Source: an optimization exercise on an open RTL-to-GDS flow (aim: a short achievable clock period and few clock cycles). Production flows keep margins and buffers that such runs may drop. In this exercise RTL edits were held to simulation tests only and were not proved equivalent to the original. Power figures rest on the tool's default switching activity, not on a simulated workload.

==> design/flow/design.v <==
package cache_pkg;
	typedef logic [16-1:0]   word_t;
	typedef logic [9-1:0]    tag_t;
	typedef logic [3-1:0]  index_t;
	typedef logic [3-1:0] offset_t;
	typedef union packed {
		word_t [8-1:0]          words;
		logic [(8 * 16)/8-1:0][7:0]        bytes;
	} line_u;
	typedef struct packed {
		logic                     valid;    
		logic                     write;
		logic [16-1:0] addr;
		word_t                    wdata;
		logic [1:0]               byte_en;  
	} cpu_req_t;
	typedef struct packed {
		logic  valid;
		word_t rdata;     
	} cpu_rsp_t;
	typedef struct packed {
		logic                     valid;
		logic                     write;    
		logic [16-1:0] addr;     
		line_u                    data;
	} pmem_req_t;
	typedef struct packed {
		logic  ack;
		line_u data;      
	} pmem_rsp_t;
	typedef struct packed {
		logic                   load_req;
		logic [2-1:0] way_we;
		logic                   fill_sel;   
		logic                   dirty_in;
		logic                   wb_way;
	} dp_ctrl_t;
	typedef struct packed {
		logic [2-1:0] hit;
		logic [2-1:0] valid;
		logic [2-1:0] dirty;
		logic                   req_write;
		index_t                 req_index;
	} dp_status_t;
endpackage
`timescale 1ns/1ps
module cache_way (
	input  logic               clk,
	input  logic               rst_n,
	input  cache_pkg::index_t  index,      
	input  logic               we,
	input  cache_pkg::line_u   line_in,
	input  cache_pkg::tag_t    tag_in,
	input  logic               dirty_in,
	output cache_pkg::line_u   line_out,
	output cache_pkg::tag_t    tag_out,
	output logic               valid,
	output logic               dirty
);
	logic [(8 * 16)-1:0]   line_q [(1 << 3)];   
	cache_pkg::tag_t                   tag_q  [(1 << 3)];   
	logic [(1 << 3)-1:0] valid_q;                
	logic [(1 << 3)-1:0] dirty_q;                
	always_ff @(posedge clk) begin
		if (we) begin
			line_q[index] <= line_in;
			tag_q[index]  <= tag_in;
		end
	end
	always_ff @(posedge clk or negedge rst_n) begin
		if (!rst_n) begin
			valid_q <= '0;
			dirty_q <= '0;
		end else if (we) begin
			valid_q[index] <= 1'b1;      
			dirty_q[index] <= dirty_in;  
		end
	end
	assign line_out = line_q[index];
	assign tag_out  = tag_q[index];
	assign valid    = valid_q[index];
	assign dirty    = dirty_q[index];
endmodule
`timescale 1ns/1ps
module line_blender (
	input  cache_pkg::line_u   line_in,    
	input  cache_pkg::offset_t offset,     
	input  logic [1:0]         byte_en,    
	input  cache_pkg::word_t   wdata,
	output cache_pkg::line_u   line_out
);
	always_comb begin
		line_out = line_in;  
		if (byte_en[0]) begin
			line_out.bytes[{offset, 1'b0}] = wdata[7:0];
		end
		if (byte_en[1]) begin
			line_out.bytes[{offset, 1'b1}] = wdata[15:8];
		end
	end
endmodule
`timescale 1ns/1ps
module cache_datapath (
	input  logic                       clk,
	input  logic                       rst_n,
	input  cache_pkg::cpu_req_t        cpu_req,
	input  cache_pkg::dp_ctrl_t        ctrl,
	input  cache_pkg::line_u           pmem_rdata,   
	output cache_pkg::dp_status_t      status,
	output cache_pkg::word_t           rdata,        
	output logic [16-1:0]   pmem_addr,
	output cache_pkg::line_u           pmem_wdata    
);
	localparam int LOW_W = 16 - 9 - 3;  
	cache_pkg::cpu_req_t               req_q;         
	cache_pkg::tag_t                   req_tag;
	cache_pkg::index_t                 req_index;
	cache_pkg::offset_t                req_offset;
	logic [2-1:0][(8 * 16)-1:0] way_line;   
	logic [2-1:0][9-1:0]  way_tag;
	logic [2-1:0] way_valid;
	logic [2-1:0] way_dirty;
	logic [2-1:0] way_hit;
	logic                   hit_sel;       
	cache_pkg::line_u                  hit_line;
	cache_pkg::line_u                  blend_line;    
	cache_pkg::line_u                  line_wr;       
	cache_pkg::tag_t                   addr_tag;
	always_ff @(posedge clk) begin
		if (ctrl.load_req) begin
			req_q <= cpu_req;
		end
	end
	assign req_tag    = req_q.addr[16-1 -: 9];
	assign req_index  = req_q.addr[LOW_W +: 3];
	assign req_offset = req_q.addr[1 +: 3];    
	for (genvar w = 0; w < 2; w++) begin : g_way
		cache_way u_way (
			.clk      (clk),
			.rst_n    (rst_n),
			.index    (req_index),
			.we       (ctrl.way_we[w]),
			.line_in  (line_wr),
			.tag_in   (req_tag),             
			.dirty_in (ctrl.dirty_in),
			.line_out (way_line[w]),
			.tag_out  (way_tag[w]),
			.valid    (way_valid[w]),
			.dirty    (way_dirty[w])
		);
		assign way_hit[w] = way_valid[w] && (way_tag[w] == req_tag);
	end
	assign hit_sel  = way_hit[1];             
	assign hit_line = way_line[hit_sel];
	assign rdata    = hit_line.words[req_offset];
	line_blender u_blender (
		.line_in  (hit_line),
		.offset   (req_offset),
		.byte_en  (req_q.byte_en),
		.wdata    (req_q.wdata),
		.line_out (blend_line)
	);
	assign line_wr = ctrl.fill_sel ? pmem_rdata : blend_line;
	assign addr_tag   = ctrl.fill_sel ? req_tag : way_tag[ctrl.wb_way];
	assign pmem_addr  = {addr_tag, req_index, {LOW_W{1'b0}}};   
	assign pmem_wdata = way_line[ctrl.wb_way];
	assign status.hit       = way_hit;
	assign status.valid     = way_valid;
	assign status.dirty     = way_dirty;
	assign status.req_write = req_q.write;
	assign status.req_index = req_index;
endmodule
`timescale 1ns/1ps
module cache_ctrl (
	input  logic                   clk,
	input  logic                   rst_n,
	input  logic                   cpu_valid,    
	input  cache_pkg::dp_status_t  status,
	input  logic                   pmem_ack,
	output cache_pkg::dp_ctrl_t    ctrl,
	output logic                   pmem_valid,
	output logic                   pmem_write,
	output logic                   rsp_valid,
	output logic                   credit        
);
	typedef enum logic [2:0] {
		ST_IDLE,
		ST_COMPARE,     
		ST_RESPOND,
		ST_WRITEBACK,   
		ST_FILL         
	} state_e;
	state_e                 state_q;
	state_e                 state_d;
	logic [(1 << 3)-1:0] lru_q;       
	logic                   victim_q;    
	logic                   victim;
	logic                   hit_any;
	assign hit_any = |status.hit;
	always_comb begin
		if (!status.valid[0]) begin
			victim = 1'b0;
		end else if (!status.valid[1]) begin
			victim = 1'b1;
		end else begin
			victim = lru_q[status.req_index];
		end
	end
	always_comb begin
		state_d       = state_q;
		ctrl          = '0;
		ctrl.wb_way   = victim_q;      
		pmem_valid    = 1'b0;
		pmem_write    = 1'b0;
		rsp_valid     = 1'b0;
		credit        = 1'b0;
		case (state_q)
			ST_IDLE: begin
				if (cpu_valid) begin
					ctrl.load_req = 1'b1;
					state_d       = ST_COMPARE;
				end
			end
			ST_COMPARE: begin
				if (hit_any) begin
					if (status.req_write) begin
						ctrl.way_we   = status.hit;
						ctrl.dirty_in = 1'b1;
					end
					state_d = ST_RESPOND;
				end else if (status.dirty[victim]) begin
					state_d = ST_WRITEBACK;
				end else begin
					state_d = ST_FILL;
				end
			end
			ST_RESPOND: begin
				rsp_valid = 1'b1;
				credit    = 1'b1;    
				if (cpu_valid) begin
					ctrl.load_req = 1'b1;
					state_d       = ST_COMPARE;
				end else begin
					state_d = ST_IDLE;
				end
			end
			ST_WRITEBACK: begin
				pmem_valid = 1'b1;
				pmem_write = 1'b1;
				if (pmem_ack) begin
					state_d = ST_FILL;
				end
			end
			ST_FILL: begin
				pmem_valid    = 1'b1;
				ctrl.fill_sel = 1'b1;   
				if (pmem_ack) begin
					ctrl.way_we[victim_q] = 1'b1;  
					state_d               = ST_COMPARE;   
				end
			end
			default: begin
				state_d = ST_IDLE;
			end
		endcase
	end
	always_ff @(posedge clk or negedge rst_n) begin
		if (!rst_n) begin
			state_q  <= ST_IDLE;
			victim_q <= 1'b0;
			lru_q    <= '0;
		end else begin
			state_q <= state_d;
			if (state_q == ST_COMPARE) begin
				if (hit_any) begin
					lru_q[status.req_index] <= status.hit[0];  
				end else begin
					victim_q <= victim;
				end
			end
		end
	end
endmodule
`timescale 1ns/1ps
module cache_top (
	input  logic                      clk,
	input  logic                      rst_n,
	input  logic                      cpu_req_valid,
	input  logic                      cpu_req_write,
	input  logic [16-1:0]  cpu_req_addr,
	input  logic [16-1:0]  cpu_req_wdata,
	input  logic [1:0]                cpu_req_byte_en,
	output logic                      cpu_rsp_valid,
	output logic [16-1:0]  cpu_rsp_rdata,
	output logic                      credit,
	output logic                      pmem_req_valid,
	output logic                      pmem_req_write,
	output logic [16-1:0]  pmem_req_addr,
	output logic [(8 * 16)-1:0]  pmem_req_data,
	input  logic                      pmem_rsp_ack,
	input  logic [(8 * 16)-1:0]  pmem_rsp_data
);
	cache_pkg::cpu_req_t                 cpu_req;
	cache_pkg::cpu_rsp_t                 cpu_rsp;
	cache_pkg::pmem_req_t                pmem_req;
	cache_pkg::pmem_rsp_t                pmem_rsp;
	assign cpu_req.valid   = cpu_req_valid;
	assign cpu_req.write   = cpu_req_write;
	assign cpu_req.addr    = cpu_req_addr;
	assign cpu_req.wdata   = cpu_req_wdata;
	assign cpu_req.byte_en = cpu_req_byte_en;
	assign cpu_rsp_valid   = cpu_rsp.valid;
	assign cpu_rsp_rdata   = cpu_rsp.rdata;
	assign pmem_req_valid  = pmem_req.valid;
	assign pmem_req_write  = pmem_req.write;
	assign pmem_req_addr   = pmem_req.addr;
	assign pmem_req_data   = pmem_req.data;
	assign pmem_rsp.ack    = pmem_rsp_ack;
	assign pmem_rsp.data   = pmem_rsp_data;
	cache_pkg::dp_ctrl_t                 dp_ctrl;
	cache_pkg::dp_status_t               dp_status;
	logic [16-1:0] pmem_addr;    
	cache_pkg::line_u                    pmem_wdata;
	logic                     pmem_valid;   
	logic                     pmem_write;
	cache_ctrl u_ctrl (
		.clk        (clk),
		.rst_n      (rst_n),
		.cpu_valid  (cpu_req.valid),
		.status     (dp_status),
		.pmem_ack   (pmem_rsp.ack),
		.ctrl       (dp_ctrl),
		.pmem_valid (pmem_valid),
		.pmem_write (pmem_write),
		.rsp_valid  (cpu_rsp.valid),
		.credit     (credit)
	);
	cache_datapath u_datapath (
		.clk        (clk),
		.rst_n      (rst_n),
		.cpu_req    (cpu_req),
		.ctrl       (dp_ctrl),
		.pmem_rdata (pmem_rsp.data),
		.status     (dp_status),
		.rdata      (cpu_rsp.rdata),
		.pmem_addr  (pmem_addr),
		.pmem_wdata (pmem_wdata)
	);
	assign pmem_req.valid = pmem_valid;
	assign pmem_req.write = pmem_write;
	assign pmem_req.addr  = pmem_addr;
	assign pmem_req.data  = pmem_wdata;
endmodule
==> design/flow/run.sh <==
#!/bin/bash
# synth_recipe.tcl (not shown) runs the flow's synth.tcl, then flattens the netlist and writes it again
# the make line also repeats each setting of config.mk as NAME=value (left out here)
make -C /OpenROAD-flow-scripts/flow DESIGN_CONFIG=/design/flow/config.mk WORK_HOME=/design/flow/orfs CLKGATE_MAP_FILE= SYNTH_SCRIPT=/design/flow/synth_recipe.tcl finish
==> design/flow/config.mk <==
export PLATFORM = sky130hd
export DESIGN_NAME = cache_top
export DESIGN_NICKNAME = cache_top
export VERILOG_FILES = /design/flow/design.v
export SDC_FILE = /design/flow/constraint.sdc
export NUM_CORES = 4
export LEC_CHECK = 0
export CAP_MARGIN = 20
export CORE_MARGIN = 2
export CORE_UTILIZATION = 40
export SLEW_MARGIN = 20
==> design/flow/constraint.sdc <==
create_clock -name core_clock -period 7.0 [get_ports {clk}]
set_input_delay 1.4000 -clock core_clock [delete_from_list [all_inputs] [get_ports {clk}]]
set_output_delay 1.4000 -clock core_clock [all_outputs]
set_load 0.01 [all_outputs]
==> results_dict.tcl <==
set metrics [dict create \
    path_clk_slew_ns 0.06 \
    worstPathRequired_ns 5.60 \
    cp-startpoint "u_datapath.req_q[23]" \
    setup_viol 0 \
    cp_top_family "simple AND/OR/NAND/NOR gates" \
    dr_total_vias 50100 \
    ys_async_sr_fraction 0.0194 \
    antenna_found_initial 11 \
    rsz0062_at_grt "false" \
    synthesis.area_um2 92400 \
    grt_usage 0.233 \
    die-height_um 485 \
    ys_types 63 \
    yosysTopAreaCell "edfxtp_1" \
    synth_top_area_share 0.724 \
    clkSinkCount 2273 \
    clock_skew_ns 0.0780 \
    layout_common_cells "2226 x edfxtp_1, 538 x mux4_2, 324 x clkdlybuf4s50_1, 321 x mux2i_1, 302 x nor2_1" \
    holdWs_ns 0.472 \
    drtPass1Iterations 6 \
    status "complete, no violations" \
    synthFlopType "edfxtp_1" \
    io_buffer_count 325 \
    htreeDepth 4 \
    grt_pass1_wl_mm 386 \
    synth_warnings 4 \
    max_stage_delay_ns 0.79 \
    layout.cells.most_common "edfxtp_1" \
    drt_iter0_drc 6125 \
    rr_worst_depth 13 \
    drtAntennaViolNets 0 \
    crit_slowest_cell "nor4_1" \
    synthesis.instances 4732 \
    reg2reg_to "u_datapath.g_way[0].u_way.line_q[6][50]" \
    drc 0 \
    drv_slew 0 \
    num_rows 176 \
    grt_pass1_vias 49500 \
    hold_viol 0 \
    power.total_mw 46.0 \
    start_util 0.402 \
    yosys_register_bits 2273 \
    die_w_um 485 \
    synth_area_leaders "edfxtp_1 72%, mux4_2 13%, mux2i_1 3.5%, a21oi_1 1.5%, nor2_1 1.3%" \
    max-cap-violations 0 \
    cts_root_buf "clkbuf_16" \
    r2r_setup_slack_ns 0.90 \
    hp-start "u_datapath.g_way[1].u_way.valid_q[6]" \
    period_needed_ns 6.94 \
    avgViaCountPerCell 5.95 \
    insertion_delay_ns 0.88 \
    num_io_pins 331 \
    relSlewSlack 0.211 \
    dpl_cell_area_um2 100000 \
    hold_depth 2 \
    final_cell_area_um2 108000 \
    cts_hold_buf 0 \
    final_core_util 0.471 \
    coreArea_um2 230000 \
    critPathKind "flop to primary output" \
    worstMarginPinSlew_ns 1.18 \
    peakVddDrop_mv 0.283 \
    routedWlPerCell_um 33.2 \
    powerDensity_nw_per_um2 425 \
    fmax_mhz 144 \
    path_cells "buf_4, nand2b_1, o22ai_1, a221o_1, and3_1, and4_4, buf_12, buf_12, buf_12, nor4_1, o22ai_1, buf_4, nor2_1, clkdlybuf4s50_1" \
    path_common_cell "buf_12" \
    critPathLaunchType "flop" \
    avgSynthCellArea_um2 19.5 \
    overflow 0 \
    cts_tree "built" \
    drive_above_1_share 0.232 \
    area_delta_synth_final_pct 17.1 \
    hp-class "flop to flop" \
    finalCritPeriodShare 0.991 \
    p_leak_nw 34.5 \
    cts_made_buffers 229 \
    path_max_fanout 53 \
    crit_path_end_kind "primary output" \
    grt_max_degree 124 \
    floorplan.die_area_um2 235000 \
    cp.buffers_inverters 6 \
    fin_setup_tns_ns 0 \
    cts_buffer_depth 3 \
    synth_edf_count 2226 \
    drt_wl_total_mm 279 \
    gp_congestion 0.844 \
    worstPathArrival_ns 5.54 \
    dp_hpwl_mm 168 \
    hold_path_end "u_datapath.g_way[1].u_way.valid_q[6]" \
    nets 5366 \
    yosysSeqAreaShare 0.736 \
]
[registers in the layout, indices dropped and copies added, names as in the netlist, named ones only]
signal / cells
u_datapath.g_way.u_way.tag_q: 144
u_datapath.g_way.u_way.line_q: 2048
u_datapath.g_way.u_way.valid_q: 16
u_ctrl.victim_q: 1
u_datapath.req_q: 34
u_ctrl.state_q: 3
u_datapath.g_way.u_way.dirty_q: 16
u_ctrl.lru_q: 8
[per-layer routing]
layer	GRT usage	wire length, um
met5	0	57
met4	0.109	13900
met3	0.0424	22200
met2	0.367	132000
met1	0.316	111000
[final cells by class]
cell class | instances | area [um^2]
Inverter | 60 | 225
Sequential cell | 2273 | 68000
Clock buffer | 264 | 5880
Multi-Input combinational cell | 2123 | 23200
Fill cell | 19100 | 122000
Antenna cell | 4 | 10.0
Tap cell | 3026 | 3790
Clock inverter | 157 | 1670
Timing Repair Buffer | 500 | 5310
[cells in the mapped netlist (19+ instances only)]
cell type,instances
dfrtp_1,44
inv_1,59
nor2_1,318
nand2_1,106
buf_4,36
o21ai_0,48
mux2i_1,322
nand2b_1,48
a221oi_1,47
o211ai_1,42
clkbuf_1,120
buf_1,39
buf_2,76
a21oi_1,268
edfxtp_1,2226
o22ai_1,40
mux2_2,104
a22oi_1,27
nor3_1,20
mux4_2,538
a22o_1,19
[cell families (layout without fill, tap and decap cells)]
kind of cell | count (synthesis) | count (layout) | synth area share
buffers and inverters | 339 | 981 | 0.0169
other | 1 | 8 | 0.0000406
flip-flops | 2273 | 2273 | 0.736
AO/OA/AOI/OAI | 553 | 553 | 0.0371
adder cells (fa/ha/maj) | 12 | 12 | 0.00163
XOR/XNOR | 16 | 16 | 0.00152
AND/OR/NAND/NOR | 572 | 572 | 0.0271
multiplexers | 966 | 966 | 0.179
[metrics by stage]
stage,worst slack (ns),std cells
floorplan,-2.04,4735
global placement,0.694,7968
detailed placement,0.705,7969
CTS,0.0321,8394
global route,0.00271,8403
finish,0.0619,8407
[worst register-to-register path, delay by kind of cell (launching register included)]
family | cells | cell delay (ns)
AOI/OAI and AO/OA | 1 | 0.20
xor gates and xnor gates | 1 | 0.11
DFF | 1 | 0.55
and+or+nand+nor | 4 | 1.81
buffers and inverters | 5 | 2.10
muxes | 2 | 0.91
[worst max path at each step]
stage | to | slack (ns) | cells past startpoint
after floorplan | u_datapath.g_way[0].u_way.line_q[5][0] | -2.04 | 12
after global placement | cpu_rsp_rdata[7] | 0.69 | 10
after detailed placement | cpu_rsp_rdata[7] | 0.70 | 10
after CTS | cpu_rsp_rdata[13] | 0.03 | 9
after global routing | cpu_rsp_rdata[11] | 0.003 | 9
final | cpu_rsp_rdata[4] | 0.06 | 14
[what timing repair did]
| action | 4_1_cts | 5_1_grt |
|---|---|---|
| resized for setup | 3 | 5 |
| setup buffers | 5 | 1 |
| endpoints found under the setup margin | 11 | 5 |
| pin swaps | 1 | 0 |
[power by group]
part | internal (mW) | leakage (nW) | switching, mW
sequential | 18.3 | 20.6 | 0.330
combinational | 5.41 | 10.3 | 9.64
clock | 7.04 | 3.68 | 5.30
total | 30.7 | 34.5 | 15.3
Testbench counts, summed over its fixed seeds: cycles 105,612.

==> port drivers added, routing unchanged <==
Ports are ideal in the flow. The routed layout listed here was re-timed in OpenROAD. Step 1 sets driving cells, clkbuf_16 on the clock port and buf_2 on the other inputs (assumed; they add their load-dependent delay and slew). Step 2 also shifts input and output timing later by t, the mid clock arrival at the registers, as if the neighbouring blocks saw the same clock. a / b / c = no drivers / after step 1 / after step 2; a / b = the first two.
t (ns): 0.944
setup slack, ns: 0.062 / -0.039 / 0.902
worst setup path at the end: register to register
After both steps setup and hold are still met in this run. For this run, drivers alone change the setup slack by -0.101 ns; drivers and shift together by +0.840 ns.
